Source: an optimization exercise on an open RTL-to-GDS flow (aim: small area). Production flows keep margins and buffers that such runs may drop.
Only simulation tests tie the RTL to the original design; equivalence was not proved.

oak:
// direction_to_cube_cross_texel
module direction_to_cube_cross_texel (
  input  logic               clk,
  input  logic               rst,
  input  logic               start,
  output logic               busy,
  input  logic signed [15:0] dir_x,
  input  logic signed [15:0] dir_y,
  input  logic signed [15:0] dir_z,
  input  logic               cfg_we,
  input  logic [10:0]        cfg_wdata,
  output logic               done,
  output logic               hit,
  output logic [2:0]         face,
  output logic [11:0]        texel_col,
  output logic [11:0]        texel_row,
  output logic [23:0]        texel_addr
);
Size: ~6900 cells after synthesis, roughly 370 flip-flops, about 120 I/O pins.
Settings: LEC_CHECK=0, ABC_AREA=1, CAP_MARGIN=20, CORE_MARGIN=2, CORE_UTILIZATION=40, CTS_BUF_LIST=sky130_fd_sc_hd__clkbuf_16, CTS_CLUSTER_DIAMETER=120, CTS_CLUSTER_SIZE=24, SLEW_MARGIN=20; clock period 9.0 ns.
run.sh (not shown) runs the stock make flow with config.mk's settings and CLKGATE_MAP_FILE= SYNTH_SCRIPT=/design/flow/synth_recipe.tcl, a recipe that flattens the netlist after the stock synthesis.
Here is what was changed in the inputs of pine compared with oak.
Settings: PLACE_DENSITY: unset -> 0.7.
==> flow/flow/run.sh (new file) <==
#!/bin/bash
# The standard layout, except that the input and output port buffers use the smallest buffer cell
# (sky130_fd_sc_hd__buf_1) instead of the one buffer_ports picks by default.
set -euo pipefail
export BUFFER_PORTS_ARGS="-buffer_cell sky130_fd_sc_hd__buf_1"
bash standard.sh finish > standard.log 2>&1
==> flow/standard.sh (new file) <==
#!/bin/bash
# synth_recipe.tcl (not shown) runs the flow's synth.tcl, then flattens the netlist and writes it again
# the make line also repeats each setting of config.mk as NAME=value (left out here)
make -C /OpenROAD-flow-scripts/flow DESIGN_CONFIG=/design/flow/config.mk WORK_HOME=/design/flow/orfs CLKGATE_MAP_FILE= SYNTH_SCRIPT=/design/flow/synth_recipe.tcl "${@:-finish}"
removed: flow/run.sh
Findings:
- pine leaves more setup margin than oak.
- oak: done, clean on timing, DRC and antenna
- pine: flow completed, timing, DRC and antenna clean
- The shortest clock period the worst path allows after layout reported for pine is smaller than that of oak by 0.23 ns.


## wip/fjord
direction_to_cube_cross_texel again, from the RTL that the note above started with.
Settings: LEC_CHECK=0, ABC_AREA=1, CAP_MARGIN=20, CORE_MARGIN=2, CORE_UTILIZATION=40, CTS_BUF_LIST=sky130_fd_sc_hd__clkbuf_16, CTS_CLUSTER_DIAMETER=120, CTS_CLUSTER_SIZE=24, GPL_TIMING_DRIVEN=0, SLEW_MARGIN=20; clock period 9.0 ns.
standard.sh (not shown) runs the stock make flow with config.mk's settings and CLKGATE_MAP_FILE= SYNTH_SCRIPT=/design/flow/synth_recipe.tcl, a recipe that flattens the netlist after the stock synthesis.
==> flow/flow/run.sh <==
#!/bin/bash
# The standard layout, except that the input and output port buffers use the smallest buffer cell
# (sky130_fd_sc_hd__buf_1) instead of the one buffer_ports picks by default.
set -euo pipefail
export BUFFER_PORTS_ARGS="-buffer_cell sky130_fd_sc_hd__buf_1"
bash standard.sh finish > standard.log 2>&1
[inputs] wip/delta vs wip/fjord
Settings: removing CTS_CLUSTER_SIZE (formerly 24); removing CTS_CLUSTER_DIAMETER (formerly 120); removing GPL_TIMING_DRIVEN (formerly 0); removing CTS_BUF_LIST (formerly sky130_fd_sc_hd__clkbuf_16).
==> flow/flow/run.sh <==
#!/bin/bash
# The standard layout, with two area settings: the port buffers use the smallest buffer cell, and
# after global routing cells on paths with positive slack are downsized (ORFS's power recovery).
set -euo pipefail
export BUFFER_PORTS_ARGS="-buffer_cell sky130_fd_sc_hd__buf_1"
export RECOVER_POWER=100
bash standard.sh finish > standard.log 2>&1
--- outcome ---
The layout from wip/delta, despite a flow that completed every stage, fails the layout checks, with the failing checks listed as max-capacitance violations, max-slew violations.
Between wip/delta and wip/fjord, the share of cell area taken by flip-flops and latches figures differ only marginally.
wip/fjord vs wip/delta, launch point of the critical path: dir_z[15] vs dir_y[15]
For the max-slew violation count, wip/delta came in 25 higher than wip/fjord did.
Measured against each other, wip/delta and wip/fjord differ in core utilization, the higher figure coming from wip/fjord.
Summary of the comparison: final design instance area without fill is lower in wip/delta, relative to wip/fjord.
Comparing wip/delta and wip/fjord, the lower global-route wire length before repair is on wip/delta.
[inputs] wip/nickel vs wip/delta
Settings: CTS_CLUSTER_SIZE now 24, previously not set; CTS_BUF_LIST now sky130_fd_sc_hd__clkbuf_16, previously not set; CTS_CLUSTER_DIAMETER now 120, previously not set; CAP_MARGIN now 0, was 20; SLEW_MARGIN now 0, was 20.
==> flow/flow/run.sh <==
#!/bin/bash
# The standard layout, except that the input and output port buffers use the smallest buffer cell
# (sky130_fd_sc_hd__buf_1) instead of the one buffer_ports picks by default.
set -euo pipefail
export BUFFER_PORTS_ARGS="-buffer_cell sky130_fd_sc_hd__buf_1"
bash standard.sh finish > standard.log 2>&1
==> run notes <==
Master of the slowest instance on the critical path: dfxtp_1 -> wip/nickel, clkbuf_1 -> wip/delta
wip/nickel completed end to end with timing, DRC and antenna clean.
Compared with wip/delta, CTS buffer count in wip/nickel decreased by more than a quarter.
Cell area | wip/nickel vs wip/delta | wip/nickel smaller
Between wip/delta and wip/nickel, the final worst-path cycle share is lower for wip/nickel.
From wip/delta to wip/nickel the numbers moved as follows: routing usage on met1 ~0 delta, final cell count without fillers now smaller, critical path depth shrank by 4, number of cells traversed by the worst hold path neither gained nor lost much.
Post-CTS setup buffer count came out exactly the same in wip/delta and wip/nickel.
wip/nickel vs wip/delta, worst-path maximum fanout went down by 7.
diff inputs: wip/nickel => wip/sierra
Settings: a change of SLEW_MARGIN from 0 to 20; a change of CAP_MARGIN from 0 to 20.
==> flow/flow/run.sh <==
#!/bin/bash
# The standard layout, except that the input and output port buffers use the smallest buffer cell
# (sky130_fd_sc_hd__buf_1), and after global routing ORFS's power recovery downsizes cells on
# up to 40% of the paths with positive slack.
set -euo pipefail
export BUFFER_PORTS_ARGS="-buffer_cell sky130_fd_sc_hd__buf_1"
export RECOVER_POWER=40
bash standard.sh finish > standard.log 2>&1
Findings:
Of wip/nickel and wip/sierra, only wip/sierra fails to finish with a clean layout.
wip/sierra against wip/nickel: share of the core filled with cells now sits at about the same level, proportion of cell area occupied by multi-input gates now sits at about the same level, area added between synthesis and finish now sits lower.
Between wip/nickel and wip/sierra, the met1 routed wirelength after detailed routing figures differ only marginally.
Taking wip/nickel as the reference, in wip/sierra highest clock frequency the design can meet comparable.
Input changes introduced in wip/umber (baseline for comparison: wip/sierra):
Settings: CTS_CLUSTER_DIAMETER: 120 -> 110; CTS_CLUSTER_SIZE: 24 -> 28.
==> flow/flow/run.sh <==
#!/bin/bash
# The standard layout, except that the input and output port buffers use the smallest buffer cell
# (sky130_fd_sc_hd__buf_1) instead of the one buffer_ports picks by default.
set -euo pipefail
export BUFFER_PORTS_ARGS="-buffer_cell sky130_fd_sc_hd__buf_1"
bash standard.sh finish > standard.log 2>&1
==> comparison <==
wip/umber ended with every stage complete and zero timing, DRC or antenna violations.
Worst hold slack of wip/umber is on par with wip/sierra.
Compared with wip/sierra, in wip/umber post-CTS clock slew at the launch and capture registers of the worst setup and hold paths ~0 delta.
The wire length on met3 in wip/umber was higher than what wip/sierra gave.
wip/umber ends up with higher final standard cell area without fillers than wip/sierra does.
Compared wip/umber against wip/sierra; register area within noise.
The following lists how wip/quartz was set up differently from wip/umber:
Settings: CTS_CLUSTER_DIAMETER: 110 -> 120; CTS_CLUSTER_SIZE: 28 -> 24.
==> comparison <==
- In summary, wip/quartz completed successfully, with a layout that passed the timing, DRC and antenna checks.
- Compared wip/quartz against wip/umber; routing usage on met3 within noise.
- Delta (wip/quartz minus wip/umber): routed wire length +0.57%, fraction of layout instances using a drive strength above 1 closely matched the old numbers.
- For sequential share of layout area, wip/quartz and wip/umber come out practically identical.
- Changes observed in wip/quartz relative to wip/umber: number of vias in the routed layout climbed 138; total non-filler cell area in the finished layout barely changed.


Setup of v16:
direction_to_cube_cross_texel again, from the RTL that the note above started with.
Settings: LEC_CHECK=0, ABC_AREA=1, CAP_MARGIN=20, CORE_MARGIN=2, CORE_UTILIZATION=40, SLEW_MARGIN=20; clock period 9.0 ns.
run.sh (not shown) runs the stock make flow with config.mk's settings and CLKGATE_MAP_FILE= SYNTH_SCRIPT=/design/flow/synth_recipe.tcl, a recipe that flattens the netlist after the stock synthesis.
Stock flow here: none of the scripts above is used.
--- input diff v16..v17 ---
# v16
export LEC_CHECK = 0
export ABC_AREA = 1
export CAP_MARGIN = 20
export CORE_MARGIN = 2
export CORE_UTILIZATION = 40
export SLEW_MARGIN = 20
create_clock -name core_clock -period 9.0 [get_ports {clk}]
# v17
export LEC_CHECK = 0
export ABC_AREA = 1
export CAP_MARGIN = 20
export CORE_MARGIN = 2
export CORE_UTILIZATION = 40
export CTS_BUF_LIST = sky130_fd_sc_hd__clkbuf_16
export CTS_CLUSTER_DIAMETER = 120
export CTS_CLUSTER_SIZE = 24
export PLACE_DENSITY = 0.8
export SLEW_MARGIN = 20
create_clock -name core_clock -period 9.0 [get_ports {clk}]
==> flow/flow/run.sh (new file) <==
#!/bin/bash
# The standard layout, except that the input and output port buffers use the smallest buffer cell
# (sky130_fd_sc_hd__buf_1) instead of the one buffer_ports picks by default.
set -euo pipefail
export BUFFER_PORTS_ARGS="-buffer_cell sky130_fd_sc_hd__buf_1"
bash standard.sh finish > standard.log 2>&1
==> flow/standard.sh (new file) <==
#!/bin/bash
# synth_recipe.tcl (not shown) runs the flow's synth.tcl, then flattens the netlist and writes it again
# the make line also repeats each setting of config.mk as NAME=value (left out here)
make -C /OpenROAD-flow-scripts/flow DESIGN_CONFIG=/design/flow/config.mk WORK_HOME=/design/flow/orfs CLKGATE_MAP_FILE= SYNTH_SCRIPT=/design/flow/synth_recipe.tcl "${@:-finish}"
removed: flow/run.sh
### Flow results
Final worst-path cycle share: v17 and v16 compared, higher one is v16
Comparing v17 and v16, the higher routed wire length was measured on v16.
In the tables for v17 and v16, post-route non-filler standard cell count reads higher with v16.
Between v17 and v16, the normalized max-slew margin is lower for v17.
Compared with v16, v17 shows cell area that has gone down by a few percent.
On reg-to-reg setup timing slack, v16 loses to v17.
Signal arrival time at the worst endpoint sits higher in v17 than in v16.
v17 vs v16: number of CTS-inserted buffers down
For v16, the endpoint of the most critical setup path was texel_addr[23], unlike v17, where it was rc_s2[4].

## re-timing with driven ports
The flow's constraints put no driver on any port. The routed layouts listed below were extracted and timed again, unchanged, in two steps. Step 1 assumes that a clkbuf_16 drives the clock port and a buf_2 every other input. Step 2, shift: input delay + t, output delay - t, t = (earliest + latest rising clock arrival at the registers) / 2. This alone moves slack from input paths to output paths. Slacks: ideal ports / drivers / drivers and shift; pairs: ideal ports / drivers.
run | t (ns) | setup WS [ns] | clock arrival spread, ns
oak | 0.655 | 0.542 / 0.467 / 0.446 | 0.037 / 0.037
pine | 0.647 | 0.769 / 0.693 / 0.650 | 0.041 / 0.041
wip/fjord | 0.658 | 0.380 / 0.415 / -0.243 | 0.025 / 0.026
wip/delta | 0.652 | 0.481 / 0.522 / -0.130 | 0.033 / 0.032
wip/nickel | 0.636 | 0.802 / 0.736 / 0.601 | 0.026 / 0.026
wip/sierra | 0.635 | 0.783 / 0.717 / 0.593 | 0.030 / 0.030
wip/umber | 0.655 | 0.776 / 0.708 / 0.632 | 0.039 / 0.039
wip/quartz | 0.636 | 0.802 / 0.736 / 0.601 | 0.026 / 0.026
v16 | 0.679 | 0.541 / 0.467 / 0.442 | 0.058 / 0.059
v17 | 0.651 | 0.699 / 0.683 / 0.586 | 0.041 / 0.041
The setup slack of wip/fjord, which loses most, moves by +0.035 ns with the drivers and by -0.623 ns with both steps.
